This design comes from an exercise in tuning for small area, a short achievable clock period and few clock cycles on the open sky130 flow, not from production work.
Where RTL was checked, it was by simulation tests only, not by an equivalence proof against the original.
Power is estimated from default activity; no workload was simulated.

==> run a <==
Design lpmr_top, start of the top module:
module lpmr_top (
  input  logic       clk,
  input  logic       rst,
  input  logic       start,
  input  logic       req_type,
  input  logic       first,
  input  logic       last,
  input  logic [6:0] msg_len,
  input  logic [7:0] data_byte,
  input  logic [7:0] read_capacity,
  output logic       busy,
  output logic       result_valid,
  output logic [2:0] status,
  output logic [6:0] out_len,
  output logic [7:0] out_byte,
  output logic       byte_valid,
  output logic       last_out
);
export LEC_CHECK = 0
export ABC_CLOCK_PERIOD_IN_PS = 3000
export CAP_MARGIN = 20
export CORE_MARGIN = 2
export CORE_UTILIZATION = 40
export SETUP_SLACK_MARGIN = 4.0
export SLEW_MARGIN = 20
create_clock -name core_clock -period 8.0 [get_ports {clk}]
run.sh (not shown) runs the stock make flow with config.mk's settings and CLKGATE_MAP_FILE= SYNTH_SCRIPT=/design/flow/synth_recipe.tcl, a recipe that flattens the netlist after the stock synthesis.
==> run b: changes against run a <==
--- a/flow/config.mk
+++ b/flow/config.mk
@@ -7,3 +7,2 @@
 export LEC_CHECK = 0
-export ABC_CLOCK_PERIOD_IN_PS = 3000
 export CAP_MARGIN = 20
@@ -11,3 +10,2 @@
 export CORE_UTILIZATION = 40
-export SETUP_SLACK_MARGIN = 4.0
 export SLEW_MARGIN = 20
==> comparison table <==
Critical Path AT: run b 6.97 ns; run a 5.78 ns
Gr usage total: run b 19.7%; run a 20.1%
Met1 capacity usage during global routing: run b 27.8%; run a 28.4%
Area growth syn-to-layout: run b 12.7%; run a 13.9%
Period utilisation layout: run b 76.3%; run a 61.7%
Share of total power in the clock network: run b 38.8%; run a 37.9%
Setup repair after global routing missed its margin: run b no; run a yes
Sequential Area: run b 0.130 mm^2; run a 0.130 mm^2
Total Power: run b 53.9 mW; run a 54.1 mW
Status: run b no timing/DRC/antenna violations; run a no timing/DRC/antenna violations
Share of post-route cells with drive strength above 1: run b 22.1%; run a 24.7%
Clock insertion delay at the later pin of the skew report: run b 1.01 ns; run a 1.00 ns
Via count of the first global-routing pass: run b 85.7k; run a 86.5k
Top fanout value on the critical path: run b 32; run a 6
# resized after CTS: run b 0; run a 152
Multi-input combinational cell count: run b 3476; run a 3478
Power in sequential cells: run b 25.6 mW; run a 25.5 mW
Power per Cell Area: run b 278 mW/mm^2; run a 276 mW/mm^2
Post-CTS setup-driven buffer insertion count: run b 0; run a 72
HPWL after detailed placement: run b 256000 um; run a 260000 um
Metal2 WL: run b 211000 um; run a 217000 um
Mean number of vias per cell: run b 5.76; run a 5.82
M1 wire length: run b 180000 um; run a 183000 um
Leakage power: run b 58.6 nW; run a 59.3 nW
Testbench counts of run a, summed over its fixed seeds: cycles 22,410.
Testbench counts of run b, summed over its fixed seeds: cycles 22,410.

---

==> job 7506: inputs <==
Another version of the RTL of lpmr_top (not shown whole).
==> flow/config.mk <==
export PLATFORM = sky130hd
export DESIGN_NAME = lpmr_top
export DESIGN_NICKNAME = lpmr_top
export VERILOG_FILES = /design/flow/design.v
export SDC_FILE = /design/flow/constraint.sdc
export NUM_CORES = 4
export LEC_CHECK = 0
export ABC_CLOCK_PERIOD_IN_PS = 3000
export CAP_MARGIN = 20
export CORE_MARGIN = 2
export CORE_UTILIZATION = 40
export SETUP_SLACK_MARGIN = 4.0
export SLEW_MARGIN = 20
==> flow/constraint.sdc <==
create_clock -name core_clock -period 8.0 [get_ports {clk}]
set_input_delay 1.6000 -clock core_clock [delete_from_list [all_inputs] [get_ports {clk}]]
set_output_delay 1.6000 -clock core_clock [all_outputs]
set_load 0.01 [all_outputs]
==> job 4990 (differences from job 7506) <==
--- a/flow/design.v
+++ b/flow/design.v
@@ -63,34 +63,43 @@
     else                  dinc = p + DW'(1);
   endfunction
   logic           iv;
   lpmr_pkg::req_t iw;
   logic           i_gt;         
+  logic           i_nz, i_gt1;  
+  logic [LW-1:0]  i_lm1;        
   logic           busy_q;
   assign busy = busy_q;
   always_ff @(posedge clk) begin
     iw   <= req;
-    i_gt <= (req.msg_len > MAXL);
+    i_gt  <= (req.msg_len > MAXL);
+    i_nz  <= (req.msg_len != '0);
+    i_gt1 <= (req.msg_len > LW'(1));
+    i_lm1 <= (req.msg_len == '0) ? '0 : req.msg_len - LW'(1);
     if (rst) iv <= 1'b0;
     else     iv <= start && !busy_q;
   end
-  logic signed [UW-1:0] lim;    
+  logic [UW-1:0]  lim;      
   logic [CW-1:0]  lcount;       
   logic [LFW-1:0] lf_rd, lf_rd1, lf_wr;
   logic [LW-1:0]  lf [LFN];
   logic [LW-1:0]  hlen;         
   logic           wopen, wref;
-  logic [LW-1:0]  decl, brecv;
+  logic [LW-1:0]  decl, brecv, brecv1;
+  logic [LW-1:0]  rem;          
+  logic           rem_nz, rem_gt1;
+  logic           lnz;          
   logic [DW-1:0]  ctail, wptr;  
+  logic [DW-1:0]  ctail1, wptr1;  
   logic [DW-1:0]  pcount;       
   logic           e_store, e_strm;
   logic [LW-1:0]  e_disc;
   logic [7:0]     dmem [DN];
   logic           wq_we;
   logic [DW-1:0]  wq_addr;
   logic [7:0]     wq_data;
-  localparam int QEW = 3 + LW + 2;
+  localparam int QEW = 3 + LW;
   logic [QEW-1:0] q [QN];
   logic [QW-1:0]  q_h, q_t;
   logic [QW:0]    q_cnt;
   logic           hd_v;
   logic [2:0]     hd_st;
@@ -103,33 +112,35 @@
   logic [2:0]     m_st;
   logic [LW-1:0]  m_len;
   logic [7:0]     rd_q;
   logic           is_wr, is_rd;
   logic           refuse_f, open_e, refused_e, lt, store, discard, commit, closef;
-  logic [LW-1:0]  br_e, decl_e, blen;
-  logic [DW-1:0]  wptr_e, wptr_n;
+  logic [LW-1:0]  decl_e, blen, rem_n;
+  logic           remnz_n;
+  logic [DW-1:0]  wptr_e, wptr_n, wptr1_n;
   logic           empty, too_small, push, remove;
   logic [2:0]     push_st;
   logic [LW-1:0]  push_len;
-  logic           push_strm;
   always_comb begin
     is_wr     = iv && (iw.req_type == lpmr_pkg::REQ_WRITE);
     is_rd     = iv && (iw.req_type == lpmr_pkg::REQ_READ);
-    refuse_f  = i_gt || ($signed({{(UW-LW){1'b0}}, iw.msg_len}) > lim);
+    refuse_f  = i_gt || lim[UW-1] || ({{(UW-1-LW){1'b0}}, iw.msg_len} > lim[UW-2:0]);
     open_e    = iw.first | wopen;
     refused_e = iw.first ? refuse_f : wref;
-    br_e      = iw.first ? '0 : brecv;
     decl_e    = iw.first ? iw.msg_len : decl;
-    lt        = (br_e < decl_e);
-    blen      = lt ? br_e + LW'(1) : br_e;
+    lt        = iw.first ? i_nz : rem_nz;
+    blen      = iw.first ? LW'(i_nz) : (rem_nz ? brecv1 : brecv);
     store     = is_wr && open_e && !refused_e && lt;
     discard   = is_wr && iw.first && wopen;
     closef    = is_wr && open_e && iw.last;
     commit    = closef && !refused_e;
     wptr_e    = iw.first ? ctail : wptr;
-    wptr_n    = store ? dinc(wptr_e) : wptr_e;
-    empty     = (lcount == '0);
+    wptr_n    = store ? (iw.first ? ctail1 : wptr1) : wptr_e;
+    wptr1_n   = store ? (iw.first ? dinc(ctail1) : dinc(wptr1)) : (iw.first ? ctail1 : wptr1);
+    rem_n     = iw.first ? i_lm1 : (rem_nz ? rem - LW'(1) : rem);
+    remnz_n   = iw.first ? i_gt1 : rem_gt1;
+    empty     = !lnz;
     too_small     = (iw.read_capacity < {1'b0, hlen});
     remove    = is_rd && !empty && !too_small;
     push      = closef || is_rd;
     if (!iw.req_type) begin
       push_st  = refused_e ? lpmr_pkg::ST_WRITE_FULL : lpmr_pkg::ST_WRITE_OK;
@@ -137,11 +148,10 @@
     end else begin
       push_st  = empty ? lpmr_pkg::ST_READ_EMPTY :
                  too_small ? lpmr_pkg::ST_READ_TOO_SMALL : lpmr_pkg::ST_READ_OK;
       push_len = empty ? '0 : hlen;
     end
-    push_strm = iw.req_type && !empty && !too_small && (hlen != '0);
   end
   logic           take, consume, stream_rd;
   always_comb begin
     consume   = hd_v && !s_act;
     take      = !hd_v || consume;
@@ -150,14 +160,18 @@
   always_ff @(posedge clk) begin
     if (wq_we) dmem[wq_addr] <= wq_data;
     wq_addr <= wptr_e;
     wq_data <= iw.data_byte;
     lf[lf_wr] <= blen;
-    q[q_t]    <= {push_st, push_len, push_strm, (push_len == LW'(1))};
+    q[q_t]    <= {push_st, push_len};
     if (remove) hlen <= lf[lf_rd1];
     else if (commit && (lcount == '0)) hlen <= blen;
-    if (take) {hd_st, hd_len, hd_strm, hd_one} <= q[q_h];
+    if (take) begin
+      {hd_st, hd_len} <= q[q_h];
+      hd_strm <= (q[q_h][QEW-1 -: 3] == lpmr_pkg::ST_READ_OK) && (q[q_h][LW-1:0] != '0);
+      hd_one  <= (q[q_h][LW-1:0] == LW'(1));
+    end
     rd_q <= dmem[rptr];
     if (s_act) begin
       m_st   <= lpmr_pkg::ST_READ_OK;
       m_len  <= s_len;
       m_bv   <= 1'b1;
@@ -189,10 +203,13 @@
       wref         <= 1'b0;
       decl         <= '0;
       brecv        <= '0;
       ctail        <= '0;
       wptr         <= '0;
+      ctail1       <= DW'(1);
+      wptr1        <= DW'(1);
+      lnz          <= 1'b0;
       pcount       <= '0;
       e_store      <= 1'b0;
       e_strm       <= 1'b0;
       e_disc       <= '0;
       wq_we        <= 1'b0;
@@ -206,27 +223,35 @@
       result_valid <= 1'b0;
     end else begin
       busy_q <= (q_cnt >= (QW+1)'(QN - 3)) || (pcount >= DW'(DN - 3));
       wq_we  <= store;
       if (is_wr && open_e) begin
-        wopen <= !iw.last;
-        wref  <= refused_e;
-        decl  <= decl_e;
-        brecv <= blen;
-        wptr  <= wptr_n;
+        wopen   <= !iw.last;
+        wref    <= refused_e;
+        decl    <= decl_e;
+        brecv   <= blen;
+        brecv1  <= blen + LW'(1);
+        rem     <= rem_n;
+        rem_nz  <= remnz_n;
+        rem_gt1 <= (rem_n > LW'(1));
+        wptr    <= wptr_n;
+        wptr1   <= wptr1_n;
       end
       if (commit) begin
         ctail  <= wptr_n;
+        ctail1 <= wptr1_n;
         lf_wr  <= lf_wr + LFW'(1);
         lcount <= lcount + CW'(1);
-        lim    <= lim - UW'(blen) - UW'(HEADER_BYTES);
+        lnz    <= 1'b1;
+        lim    <= lim - UW'(HEADER_BYTES) - UW'(blen);
       end
       if (remove) begin
         lf_rd  <= lf_rd1;
         lf_rd1 <= lf_rd1 + LFW'(1);
         lcount <= lcount - CW'(1);
-        lim    <= lim + UW'(hlen) + UW'(HEADER_BYTES);
+        lnz    <= (lcount != CW'(1));
+        lim    <= lim + UW'(HEADER_BYTES) + UW'(hlen);
       end
       e_store <= store;
       e_strm  <= stream_rd;
       e_disc  <= (discard && !wref) ? brecv : '0;
       pcount  <= pcount + DW'(e_store) - DW'(e_strm) - DW'(e_disc);
ABC_CLOCK_PERIOD_IN_PS = unset   (was 3000)
CORE_UTILIZATION = 55   (was 40)
CTS_BUF_LIST = sky130_fd_sc_hd__clkbuf_8   (was unset)
CTS_CLUSTER_DIAMETER = 60   (was unset)
CTS_CLUSTER_SIZE = 18   (was unset)
SETUP_SLACK_MARGIN = 5.0   (was 4.0)
==> comparison table <==
Share of the synthesized area in the top cell type: job 7506 73.8%; job 4990 73.0%
Inverters excl. clock: job 7506 95; job 4990 85
Routed wire length on met3: job 7506 31.9 mm; job 4990 42.3 mm
Antenna violations before repair: job 7506 18; job 4990 23
Startpoint of the most critical hold path: job 7506 u_ring.iw[14]; job 4990 u_ring.iw[12]
Clock-cell share: job 7506 7.43%; job 4990 3.40%
Vias/cell: job 7506 5.76; job 4990 6.69
Run status: job 7506 no timing/DRC/antenna violations; job 4990 no timing/DRC/antenna violations
Number of sinks on the clock net: job 7506 4481; job 4990 4497
Full die area: job 7506 441000 sq um; job 4990 324000 sq um
Core box area: job 7506 434000 sq um; job 4990 318000 sq um
Post-synthesis sequential element count: job 7506 4481; job 4990 4497
Tapcells inserted: job 7506 5734; job 4990 4180
Total Power: job 7506 56.4 mW; job 4990 44.8 mW
Worst EP required: job 7506 8.88 ns; job 4990 9.01 ns
Global routing usage on met3: job 7506 2.94%; job 4990 4.69%
Internal power contribution: job 7506 42.4 mW; job 4990 33.8 mW
Reg2Reg Depth: job 7506 19; job 4990 12
Total area of multi-input combinational cells: job 7506 39700 sq um; job 4990 43800 sq um
Static Leak: job 7506 59.7 nW; job 4990 59.2 nW
Worst path slowest cell: job 7506 sky130_fd_sc_hd__dfxtp_4; job 4990 sky130_fd_sc_hd__mux4_2
Post_cts resized: job 7506 42; job 4990 872
Final Routed Wirelength: job 7506 439 mm; job 4990 485 mm
Worst Setup Slack post-DPL: job 7506 2.06 ns; job 4990 2.57 ns
Post-Syn Area: job 7506 174000 sq um; job 4990 176000 sq um
No functional check of the RTL was part of any run of this note.

---

==> inputs of job 4053 <==
Another version of the RTL of lpmr_top (not shown whole).
Design lpmr_top, start of the top module:
module lpmr_top (
  input  logic       clk,
  input  logic       rst,
  input  logic       start,
  input  logic       req_type,
  input  logic       first,
  input  logic       last,
  input  logic [6:0] msg_len,
  input  logic [7:0] data_byte,
  input  logic [7:0] read_capacity,
  output logic       busy,
  output logic       result_valid,
  output logic [2:0] status,
  output logic [6:0] out_len,
  output logic [7:0] out_byte,
  output logic       byte_valid,
  output logic       last_out
);
  lpmr_pkg::req_t    req;
  lpmr_pkg::result_t result;
  assign req.req_type      = lpmr_pkg::req_kind_t'(req_type);
  assign req.first         = first;
  assign req.last          = last;
  assign req.msg_len       = msg_len;
  assign req.data_byte     = data_byte;
  assign req.read_capacity = read_capacity;
  length_prefixed_message_ring #(
    .RING_BYTES    (512),
    .HEADER_BYTES  (8),
    .MAX_MSG_BYTES (64)
  ) u_ring (
    .clk          (clk),
    .rst          (rst),
    .start        (start),
    .req          (req),
    .busy         (busy),
    .result_valid (result_valid),
    .result       (result)
  );
  assign status     = result.status;
  ...
clock: 8.0 ns
lec_check: 0
cap_margin: 20
core_margin: 2
core_utilization: 55
cts_buf_list: sky130_fd_sc_hd__clkbuf_16
cts_cluster_diameter: 60
cts_cluster_size: 22
setup_slack_margin: 5.0
slew_margin: 20
==> job 7929: changes against job 4053 <==
--- a/flow/design.v
+++ b/flow/design.v
@@ -86,55 +86,59 @@
   logic [KW:0]    c_cnt;
   logic [LW-1:0]  hlen;         
   logic           wopen, wref;
   logic [LW-1:0]  decl, brecv, brecv1;
   logic [LW-1:0]  rem;          
   logic           rem_nz, rem_gt1;
   logic [DW-1:0]  ctail, ctail1, ctail2, wptr, wptr1;
   logic [DW-1:0]  pcount;       
-  logic [1:0]     e_inc, e_dec;
-  logic [LW:0]    e_disc;
+  logic [LW+1:0]  e_delta;      
   localparam int BSW = 6;
   localparam int BS  = 1 << BSW;
   localparam int NB  = (DN + BS - 1) / BS;
-  logic           wq_we;
-  logic [DW-1:0]  wq_addr, wq_addr_n;
+  logic [DW-1:0]  wq_addr_n;
+  logic           wq_we_n;
+  logic [NB-1:0]  wq_bank;
+  logic [7:0]     wq_row, wq_col;
   logic [7:0]     wq_data_n;
-  logic [7:0]     rbank [NB];
+  logic [NB-1:0][7:0] rb_q;     
+  logic [DW-BSW-1:0] rab_q;     
   logic           sw0_v, sw1_v, sw_land;
   logic [DW-1:0]  sw0_a, sw1_a;
   logic [LW-1:0]  sw0_d, sw1_d;
   logic [DW-1:0]  wk;
-  logic           w_slot, w_got;
+  logic           w_slot, w_got, w_got2;
+  logic [LW-1:0]  w_len;        
   localparam int QEW = 3 + LW;
   logic [QEW-1:0] q [QN];
   logic [QW-1:0]  q_h, q_t;
   logic [QW:0]    q_cnt;
   logic           hd_v;
   logic [2:0]     hd_st;
   logic [LW-1:0]  hd_len;
   logic           hd_strm, hd_one;
   logic           s_act, s_last;
   logic [LW-1:0]  s_rem, s_len;
   logic [DW-1:0]  rptr;         
   logic [DW-1:0]  ra;           
   logic           m_v, m_bv, m_last;
   logic [2:0]     m_st;
   logic [LW-1:0]  m_len;
-  logic [7:0]     rd_q;
+  logic [7:0]     rd_q;         
   logic           is_wr, is_rd;
   logic           refuse_f, open_e, refused_e, lt, store, discard, commit, closef;
   logic           slot_res, unc, cacheable;
   logic [LW-1:0]  decl_e, blen, rem_n;
   logic           remnz_n;
   logic [DW-1:0]  wptr_e, wptr_n, wptr1_n, wptr2_n;
   logic           empty, too_small, push, remove;
   logic [2:0]     push_st;
   logic [LW-1:0]  push_len;
+  logic [UW-1:0]  lim_c, lim_r;
   always_comb begin
     is_wr     = iv && (iw.req_type == lpmr_pkg::REQ_WRITE);
     is_rd     = iv && (iw.req_type == lpmr_pkg::REQ_READ);
     refuse_f  = i_gt || lim[UW-1] || ({{(UW-1-LW){1'b0}}, iw.msg_len} > lim[UW-2:0]);
     open_e    = iw.first | wopen;
     refused_e = iw.first ? refuse_f : wref;
     decl_e    = iw.first ? iw.msg_len : decl;
     lt        = iw.first ? i_nz : rem_nz;
@@ -146,16 +150,20 @@
     commit    = closef && !refused_e;
     wptr_e    = iw.first ? ctail1 : wptr;
     wptr_n    = store ? (iw.first ? ctail2 : wptr1) : wptr_e;
     wptr1_n   = store ? (iw.first ? dinc(ctail2) : dinc(wptr1)) : (iw.first ? ctail2 : wptr1);
     wptr2_n   = store ? (iw.first ? dinc(dinc(ctail2)) : dinc(dinc(wptr1)))
                       : (iw.first ? dinc(ctail2) : dinc(wptr1));
     rem_n     = iw.first ? i_lm1 : (rem_nz ? rem - LW'(1) : rem);
     remnz_n   = iw.first ? i_gt1 : rem_gt1;
+    if (iw.first) lim_c = lim - UW'(HEADER_BYTES) - UW'(i_nz);
+    else          lim_c = rem_nz ? lim - UW'(HEADER_BYTES) - UW'(brecv1)
+                                 : lim - UW'(HEADER_BYTES) - UW'(brecv);
+    lim_r     = lim + UW'(HEADER_BYTES) + UW'(hlen);
     unc       = (lcount != CW'(c_cnt));
     cacheable = !unc && (c_cnt != (KW+1)'(KC));
     empty     = !lnz;
     too_small = (iw.read_capacity < {1'b0, hlen});
     remove    = is_rd && !empty && !too_small;
     push      = closef || is_rd;
     if (!iw.req_type) begin
       push_st  = refused_e ? lpmr_pkg::ST_WRITE_FULL : lpmr_pkg::ST_WRITE_OK;
@@ -167,65 +175,82 @@
     end
   end
   logic           c_push_c, c_push, w_go, sw_issue;
   logic [LW-1:0]  c_pval;
   logic [KW:0]    c_cnt_n;
   logic [DW:0]    wk_sum;
   always_comb begin
     c_push_c = commit && cacheable;
-    c_push   = c_push_c || w_got;
-    c_pval   = w_got ? rd_q[LW-1:0] : blen;
-    c_cnt_n  = c_cnt + (KW+1)'(c_push) - (KW+1)'(remove);
-    w_go     = unc && (c_cnt != (KW+1)'(KC)) && !w_slot && !w_got &&
+    c_push   = c_push_c || w_got2;
+    c_pval   = w_got2 ? w_len : blen;
+    if (c_push && !remove)      c_cnt_n = c_cnt + (KW+1)'(1);
+    else if (!c_push && remove) c_cnt_n = c_cnt - (KW+1)'(1);
+    else                        c_cnt_n = c_cnt;
+    w_go     = unc && (c_cnt != (KW+1)'(KC)) && !w_slot && !w_got && !w_got2 &&
                !sw0_v && !sw1_v && !sw_land;
-    wk_sum   = {1'b0, wk} + (DW+1)'(rd_q[LW-1:0]) + (DW+1)'(1);
+    wk_sum   = {1'b0, wk} + (DW+1)'(w_len) + (DW+1)'(1);
     sw_issue = sw0_v && !store;
   end
+  function automatic logic [7:0] bank_rd(input logic [BS*8-1:0] v, input logic [BSW-1:0] a);
+    logic [BS*8-1:0] t;
+    t = v;
+    for (int k = 0; k < BSW; k++)
+      for (int j = 0; j < (BS >> (k + 1)); j++)
+        t[j*8 +: 8] = a[k] ? t[(2*j+1)*8 +: 8] : t[(2*j)*8 +: 8];
+    bank_rd = t[7:0];
+  endfunction
   always_comb begin
     wq_addr_n = store ? wptr_e : sw0_a;
+    wq_we_n   = store || sw0_v;
     wq_data_n = store ? iw.data_byte : {1'b0, sw0_d};
   end
   for (genvar b = 0; b < NB; b++) begin : g_bank
     localparam int SZ = (b == NB - 1) ? DN - b * BS : BS;
-    logic [7:0] mem [SZ];
+    logic [SZ*8-1:0] mem;
     logic [7:0] wd;
     always_ff @(posedge clk) begin
       if (wq_addr_n[DW-1:BSW] == (DW-BSW)'(b)) wd <= wq_data_n;
-      if (wq_we && (wq_addr[DW-1:BSW] == (DW-BSW)'(b))) mem[wq_addr[BSW-1:0]] <= wd;
+      for (int i = 0; i < SZ; i++) begin
+        if (wq_bank[b] && wq_row[i / 8] && wq_col[i % 8]) mem[i*8 +: 8] <= wd;
+      end
     end
-    assign rbank[b] = mem[ra[BSW-1:0]];
+    always_ff @(posedge clk) rb_q[b] <= bank_rd({{((BS-SZ)*8){1'b0}}, mem}, ra[BSW-1:0]);
   end
+  assign rd_q = rb_q[rab_q];
   logic           take, consume, stream_rd, hold;
   logic [DW-1:0]  rptr_n;
   always_comb begin
     hold      = w_slot;                  
     consume   = hd_v && !s_act && !hold;
     take      = !hd_v || consume;
     stream_rd = !hold && (s_act || (consume && hd_strm));
     rptr_n    = rptr;
     if (stream_rd) begin
       if (s_act ? s_last : hd_one) rptr_n = dinc(dinc(rptr));
       else                         rptr_n = dinc(rptr);
     end else if (consume && (hd_st == lpmr_pkg::ST_READ_OK)) begin
       rptr_n = dinc(rptr);               
     end
   end
   always_ff @(posedge clk) begin
-    wq_addr <= wq_addr_n;
+    for (int r = 0; r < 8; r++) begin
+      wq_row[r] <= (wq_addr_n[5:3] == 3'(r));
+      wq_col[r] <= (wq_addr_n[2:0] == 3'(r));
+    end
     if (c_push) lc[c_wr] <= c_pval;
     q[q_t] <= {push_st, push_len};
     if (remove && (c_cnt != (KW+1)'(1))) hlen <= lc[c_rd1];
     else if (c_push && (c_cnt == '0 || remove)) hlen <= c_pval;
     if (take) begin
       {hd_st, hd_len} <= q[q_h];
       hd_strm <= (q[q_h][QEW-1 -: 3] == lpmr_pkg::ST_READ_OK) && (q[q_h][LW-1:0] != '0);
       hd_one  <= (q[q_h][LW-1:0] == LW'(1));
     end
-    rd_q <= rbank[ra[DW-1:BSW]];
+    rab_q <= ra[DW-1:BSW];
     if (s_act) begin
       m_st   <= lpmr_pkg::ST_READ_OK;
       m_len  <= s_len;
       m_bv   <= 1'b1;
       m_last <= s_last;
     end else begin
       m_st   <= hd_st;
       m_len  <= hd_len;
@@ -242,17 +267,18 @@
         s_len  <= hd_len;
       end
     end
     result.status     <= lpmr_pkg::status_t'(m_st);
     result.out_len    <= m_len;
     result.out_byte   <= m_bv ? rd_q : 8'h00;
     result.byte_valid <= m_bv;
     result.last_out   <= m_last;
-    if (w_got) wk <= (wk_sum >= (DW+1)'(DN)) ? DW'(wk_sum - (DW+1)'(DN)) : wk_sum[DW-1:0];
+    if (w_got) w_len <= rd_q[LW-1:0];
+    if (w_got2) wk <= (wk_sum >= (DW+1)'(DN)) ? DW'(wk_sum - (DW+1)'(DN)) : wk_sum[DW-1:0];
     else if (commit && !cacheable && !unc) wk <= ctail;
     if (sw_issue) begin
       sw0_a <= sw1_a;
       sw0_d <= sw1_d;
     end
     if (commit && !cacheable) begin
       if (!sw0_v || (sw_issue && !sw1_v)) begin
         sw0_a <= ctail;
@@ -276,38 +302,38 @@
       decl         <= '0;
       brecv        <= '0;
       ctail        <= '0;
       ctail1       <= DW'(1);
       ctail2       <= DW'(2);
       wptr         <= '0;
       wptr1        <= DW'(1);
       pcount       <= '0;
-      e_inc        <= '0;
-      e_dec        <= '0;
-      e_disc       <= '0;
-      wq_we        <= 1'b0;
+      e_delta      <= '0;
+      wq_bank      <= '0;
       sw0_v        <= 1'b0;
       sw1_v        <= 1'b0;
       sw_land      <= 1'b0;
       w_slot       <= 1'b0;
       w_got        <= 1'b0;
+      w_got2       <= 1'b0;
       q_h          <= '0;
       q_t          <= '0;
       q_cnt        <= '0;
       hd_v         <= 1'b0;
       s_act        <= 1'b0;
       rptr         <= DW'(1);
       ra           <= DW'(1);
       m_v          <= 1'b0;
       result_valid <= 1'b0;
     end else begin
       busy_q <= (q_cnt >= (QW+1)'(QN - 3)) || (pcount >= DW'(DN - 7)) ||
                 (commit && !cacheable) || (unc && (c_cnt < (KW+1)'(3)));
-      wq_we  <= store || sw0_v;
+      for (int k = 0; k < NB; k++)
+        wq_bank[k] <= wq_we_n && (wq_addr_n[DW-1:BSW] == (DW-BSW)'(k));
       if (is_wr && open_e) begin
         wopen   <= !iw.last;
         wref    <= refused_e;
         decl    <= decl_e;
         brecv   <= blen;
         brecv1  <= blen + LW'(1);
         rem     <= rem_n;
         rem_nz  <= remnz_n;
@@ -316,44 +342,44 @@
         wptr1   <= wptr1_n;
       end
       if (commit) begin
         ctail  <= wptr_n;
         ctail1 <= wptr1_n;
         ctail2 <= wptr2_n;
         lcount <= lcount + CW'(1);
         lnz    <= 1'b1;
-        lim    <= lim - UW'(HEADER_BYTES) - UW'(blen);
+        lim    <= lim_c;
       end
       if (remove) begin
         lcount <= lcount - CW'(1);
         lnz    <= (lcount != CW'(1));
-        lim    <= lim + UW'(HEADER_BYTES) + UW'(hlen);
+        lim    <= lim_r;
       end
       if (c_push) c_wr <= c_wr + KW'(1);
       if (remove) begin
         c_rd  <= c_rd1;
         c_rd1 <= c_rd1 + KW'(1);
       end
       c_cnt <= c_cnt_n;
       sw_land <= sw_issue;
       if (sw_issue) sw0_v <= sw1_v;
       if (sw_issue) sw1_v <= 1'b0;
       if (commit && !cacheable) begin
         if (!sw0_v || (sw_issue && !sw1_v)) sw0_v <= 1'b1;
         else                                sw1_v <= 1'b1;
       end
       w_slot <= w_go;
       w_got  <= w_slot;
+      w_got2 <= w_got;
       ra     <= w_go ? wk : rptr_n;
-      e_inc  <= {1'b0, store} + {1'b0, slot_res};
-      e_dec  <= {1'b0, stream_rd} +
-                {1'b0, consume && (hd_st == lpmr_pkg::ST_READ_OK)};
-      e_disc <= (discard && !wref) ? {1'b0, brecv} + (LW+1)'(1) : '0;
-      pcount <= pcount + DW'(e_inc) - DW'(e_dec) - DW'(e_disc);
+      e_delta <= (LW+2)'(store) + (LW+2)'(slot_res) - (LW+2)'(stream_rd) -
+                 (LW+2)'(consume && (hd_st == lpmr_pkg::ST_READ_OK)) -
+                 ((discard && !wref) ? (LW+2)'(brecv) + (LW+2)'(1) : '0);
+      pcount  <= pcount + {{(DW-LW-2){e_delta[LW+1]}}, e_delta};
       if (push) q_t <= q_t + QW'(1);
       if (take && (q_cnt != '0)) q_h <= q_h + QW'(1);
       q_cnt <= q_cnt + (QW+1)'(push) - (QW+1)'(take && (q_cnt != '0));
       if (take) hd_v <= (q_cnt != '0);
       m_v  <= !hold && (s_act || consume);
       rptr <= rptr_n;
       if (!hold) begin
         if (s_act) begin
SLEW_MARGIN = 30   (was 20)
==> job 2216: changes against job 4053 <==
--- a/flow/design.v
+++ b/flow/design.v
@@ -94,47 +94,50 @@
   logic [1:0]     e_inc, e_dec;
   logic [LW:0]    e_disc;
   localparam int BSW = 6;
   localparam int BS  = 1 << BSW;
   localparam int NB  = (DN + BS - 1) / BS;
   logic           wq_we;
   logic [DW-1:0]  wq_addr, wq_addr_n;
   logic [7:0]     wq_data_n;
-  logic [7:0]     rbank [NB];
+  logic [NB-1:0][7:0] rb_q;     
+  logic [DW-BSW-1:0] rab_q;     
   logic           sw0_v, sw1_v, sw_land;
   logic [DW-1:0]  sw0_a, sw1_a;
   logic [LW-1:0]  sw0_d, sw1_d;
   logic [DW-1:0]  wk;
-  logic           w_slot, w_got;
+  logic           w_slot, w_got, w_got2;
+  logic [LW-1:0]  w_len;        
   localparam int QEW = 3 + LW;
   logic [QEW-1:0] q [QN];
   logic [QW-1:0]  q_h, q_t;
   logic [QW:0]    q_cnt;
   logic           hd_v;
   logic [2:0]     hd_st;
   logic [LW-1:0]  hd_len;
   logic           hd_strm, hd_one;
   logic           s_act, s_last;
   logic [LW-1:0]  s_rem, s_len;
   logic [DW-1:0]  rptr;         
   logic [DW-1:0]  ra;           
   logic           m_v, m_bv, m_last;
   logic [2:0]     m_st;
   logic [LW-1:0]  m_len;
-  logic [7:0]     rd_q;
+  logic [7:0]     rd_q;         
   logic           is_wr, is_rd;
   logic           refuse_f, open_e, refused_e, lt, store, discard, commit, closef;
   logic           slot_res, unc, cacheable;
   logic [LW-1:0]  decl_e, blen, rem_n;
   logic           remnz_n;
   logic [DW-1:0]  wptr_e, wptr_n, wptr1_n, wptr2_n;
   logic           empty, too_small, push, remove;
   logic [2:0]     push_st;
   logic [LW-1:0]  push_len;
+  logic [UW-1:0]  lim_c, lim_r;
   always_comb begin
     is_wr     = iv && (iw.req_type == lpmr_pkg::REQ_WRITE);
     is_rd     = iv && (iw.req_type == lpmr_pkg::REQ_READ);
     refuse_f  = i_gt || lim[UW-1] || ({{(UW-1-LW){1'b0}}, iw.msg_len} > lim[UW-2:0]);
     open_e    = iw.first | wopen;
     refused_e = iw.first ? refuse_f : wref;
     decl_e    = iw.first ? iw.msg_len : decl;
     lt        = iw.first ? i_nz : rem_nz;
@@ -146,16 +149,20 @@
     commit    = closef && !refused_e;
     wptr_e    = iw.first ? ctail1 : wptr;
     wptr_n    = store ? (iw.first ? ctail2 : wptr1) : wptr_e;
     wptr1_n   = store ? (iw.first ? dinc(ctail2) : dinc(wptr1)) : (iw.first ? ctail2 : wptr1);
     wptr2_n   = store ? (iw.first ? dinc(dinc(ctail2)) : dinc(dinc(wptr1)))
                       : (iw.first ? dinc(ctail2) : dinc(wptr1));
     rem_n     = iw.first ? i_lm1 : (rem_nz ? rem - LW'(1) : rem);
     remnz_n   = iw.first ? i_gt1 : rem_gt1;
+    if (iw.first) lim_c = lim - UW'(HEADER_BYTES) - UW'(i_nz);
+    else          lim_c = rem_nz ? lim - UW'(HEADER_BYTES) - UW'(brecv1)
+                                 : lim - UW'(HEADER_BYTES) - UW'(brecv);
+    lim_r     = lim + UW'(HEADER_BYTES) + UW'(hlen);
     unc       = (lcount != CW'(c_cnt));
     cacheable = !unc && (c_cnt != (KW+1)'(KC));
     empty     = !lnz;
     too_small = (iw.read_capacity < {1'b0, hlen});
     remove    = is_rd && !empty && !too_small;
     push      = closef || is_rd;
     if (!iw.req_type) begin
       push_st  = refused_e ? lpmr_pkg::ST_WRITE_FULL : lpmr_pkg::ST_WRITE_OK;
@@ -167,38 +174,41 @@
     end
   end
   logic           c_push_c, c_push, w_go, sw_issue;
   logic [LW-1:0]  c_pval;
   logic [KW:0]    c_cnt_n;
   logic [DW:0]    wk_sum;
   always_comb begin
     c_push_c = commit && cacheable;
-    c_push   = c_push_c || w_got;
-    c_pval   = w_got ? rd_q[LW-1:0] : blen;
-    c_cnt_n  = c_cnt + (KW+1)'(c_push) - (KW+1)'(remove);
-    w_go     = unc && (c_cnt != (KW+1)'(KC)) && !w_slot && !w_got &&
+    c_push   = c_push_c || w_got2;
+    c_pval   = w_got2 ? w_len : blen;
+    if (c_push && !remove)      c_cnt_n = c_cnt + (KW+1)'(1);
+    else if (!c_push && remove) c_cnt_n = c_cnt - (KW+1)'(1);
+    else                        c_cnt_n = c_cnt;
+    w_go     = unc && (c_cnt != (KW+1)'(KC)) && !w_slot && !w_got && !w_got2 &&
                !sw0_v && !sw1_v && !sw_land;
-    wk_sum   = {1'b0, wk} + (DW+1)'(rd_q[LW-1:0]) + (DW+1)'(1);
+    wk_sum   = {1'b0, wk} + (DW+1)'(w_len) + (DW+1)'(1);
     sw_issue = sw0_v && !store;
   end
   always_comb begin
     wq_addr_n = store ? wptr_e : sw0_a;
     wq_data_n = store ? iw.data_byte : {1'b0, sw0_d};
   end
   for (genvar b = 0; b < NB; b++) begin : g_bank
     localparam int SZ = (b == NB - 1) ? DN - b * BS : BS;
     logic [7:0] mem [SZ];
     logic [7:0] wd;
     always_ff @(posedge clk) begin
       if (wq_addr_n[DW-1:BSW] == (DW-BSW)'(b)) wd <= wq_data_n;
       if (wq_we && (wq_addr[DW-1:BSW] == (DW-BSW)'(b))) mem[wq_addr[BSW-1:0]] <= wd;
     end
-    assign rbank[b] = mem[ra[BSW-1:0]];
+    always_ff @(posedge clk) rb_q[b] <= mem[ra[BSW-1:0]];
   end
+  assign rd_q = rb_q[rab_q];
   logic           take, consume, stream_rd, hold;
   logic [DW-1:0]  rptr_n;
   always_comb begin
     hold      = w_slot;                  
     consume   = hd_v && !s_act && !hold;
     take      = !hd_v || consume;
     stream_rd = !hold && (s_act || (consume && hd_strm));
     rptr_n    = rptr;
@@ -215,17 +225,17 @@
     q[q_t] <= {push_st, push_len};
     if (remove && (c_cnt != (KW+1)'(1))) hlen <= lc[c_rd1];
     else if (c_push && (c_cnt == '0 || remove)) hlen <= c_pval;
     if (take) begin
       {hd_st, hd_len} <= q[q_h];
       hd_strm <= (q[q_h][QEW-1 -: 3] == lpmr_pkg::ST_READ_OK) && (q[q_h][LW-1:0] != '0);
       hd_one  <= (q[q_h][LW-1:0] == LW'(1));
     end
-    rd_q <= rbank[ra[DW-1:BSW]];
+    rab_q <= ra[DW-1:BSW];
     if (s_act) begin
       m_st   <= lpmr_pkg::ST_READ_OK;
       m_len  <= s_len;
       m_bv   <= 1'b1;
       m_last <= s_last;
     end else begin
       m_st   <= hd_st;
       m_len  <= hd_len;
@@ -242,17 +252,18 @@
         s_len  <= hd_len;
       end
     end
     result.status     <= lpmr_pkg::status_t'(m_st);
     result.out_len    <= m_len;
     result.out_byte   <= m_bv ? rd_q : 8'h00;
     result.byte_valid <= m_bv;
     result.last_out   <= m_last;
-    if (w_got) wk <= (wk_sum >= (DW+1)'(DN)) ? DW'(wk_sum - (DW+1)'(DN)) : wk_sum[DW-1:0];
+    if (w_got) w_len <= rd_q[LW-1:0];
+    if (w_got2) wk <= (wk_sum >= (DW+1)'(DN)) ? DW'(wk_sum - (DW+1)'(DN)) : wk_sum[DW-1:0];
     else if (commit && !cacheable && !unc) wk <= ctail;
     if (sw_issue) begin
       sw0_a <= sw1_a;
       sw0_d <= sw1_d;
     end
     if (commit && !cacheable) begin
       if (!sw0_v || (sw_issue && !sw1_v)) begin
         sw0_a <= ctail;
@@ -285,16 +296,17 @@
       e_dec        <= '0;
       e_disc       <= '0;
       wq_we        <= 1'b0;
       sw0_v        <= 1'b0;
       sw1_v        <= 1'b0;
       sw_land      <= 1'b0;
       w_slot       <= 1'b0;
       w_got        <= 1'b0;
+      w_got2       <= 1'b0;
       q_h          <= '0;
       q_t          <= '0;
       q_cnt        <= '0;
       hd_v         <= 1'b0;
       s_act        <= 1'b0;
       rptr         <= DW'(1);
       ra           <= DW'(1);
       m_v          <= 1'b0;
@@ -316,38 +328,39 @@
         wptr1   <= wptr1_n;
       end
       if (commit) begin
         ctail  <= wptr_n;
         ctail1 <= wptr1_n;
         ctail2 <= wptr2_n;
         lcount <= lcount + CW'(1);
         lnz    <= 1'b1;
-        lim    <= lim - UW'(HEADER_BYTES) - UW'(blen);
+        lim    <= lim_c;
       end
       if (remove) begin
         lcount <= lcount - CW'(1);
         lnz    <= (lcount != CW'(1));
-        lim    <= lim + UW'(HEADER_BYTES) + UW'(hlen);
+        lim    <= lim_r;
       end
       if (c_push) c_wr <= c_wr + KW'(1);
       if (remove) begin
         c_rd  <= c_rd1;
         c_rd1 <= c_rd1 + KW'(1);
       end
       c_cnt <= c_cnt_n;
       sw_land <= sw_issue;
       if (sw_issue) sw0_v <= sw1_v;
       if (sw_issue) sw1_v <= 1'b0;
       if (commit && !cacheable) begin
         if (!sw0_v || (sw_issue && !sw1_v)) sw0_v <= 1'b1;
         else                                sw1_v <= 1'b1;
       end
       w_slot <= w_go;
       w_got  <= w_slot;
+      w_got2 <= w_got;
       ra     <= w_go ? wk : rptr_n;
       e_inc  <= {1'b0, store} + {1'b0, slot_res};
       e_dec  <= {1'b0, stream_rd} +
                 {1'b0, consume && (hd_st == lpmr_pkg::ST_READ_OK)};
       e_disc <= (discard && !wref) ? {1'b0, brecv} + (LW+1)'(1) : '0;
       pcount <= pcount + DW'(e_inc) - DW'(e_dec) - DW'(e_disc);
       if (push) q_t <= q_t + QW'(1);
       if (take && (q_cnt != '0)) q_h <= q_h + QW'(1);
==> notes.md <==
- Job 4053 ran to the end with no violations. Job 7929 completed with no timing, DRC or antenna violations. Job 2216 reached the layout checks and failed them: max-slew violations.
- Sequential share of layout area: job 7929 is higher than job 2216 (0.26 points).
- In job 2216 the clock skew is lower than in job 7929, by 0.0020 ns.
- Utilization: job 7929 < job 2216 < job 4053.
- Of job 2216 and job 4053, job 2216 has the higher worst setup slack (gap 0.35 ns).
Testbench counts of job 2216, summed over its fixed seeds: cycles 22,592.
The RTL of job 4053 and job 7929 was laid out without a check of its function.

==> afterwards: timing with drivers on the ports <==
No port has a modelled driver above. Below, the same layouts with a new extraction and two added sets of constraints.
Step 1 assumes that a clkbuf_16 drives the clock port and a buf_2 every other input.
Step 2, shift: input delay + t, output delay - t, t = (earliest + latest rising clock arrival at the registers) / 2. This alone moves slack from input paths to output paths.
a / b / c = ideal ports / drivers / drivers and shift; a / b = the first two.
run | t, ns | setup slack, ns | worst register clock-pin slew, ns
run a | 1.080 | 3.068 / 3.068 / 3.068 | 0.07 / 0.07
run b | 1.081 | 1.895 / 1.895 / 1.895 | 0.07 / 0.07
job 7506 | 1.079 | 3.709 / 3.709 / 3.709 | 0.07 / 0.07
job 4990 | 1.191 | 4.554 / 4.554 / 4.398 | 0.12 / 0.12
job 4053 | 1.044 | 4.401 / 4.401 / 4.401 | 0.09 / 0.09
job 7929 | 1.034 | 3.901 / 3.901 / 3.901 | 0.09 / 0.09
job 2216 | 1.030 | 4.755 / 4.755 / 4.246 | 0.09 / 0.09
The setup slack of job 2216, which loses most, moves by 0.000 ns with the drivers and by -0.509 ns with both steps.
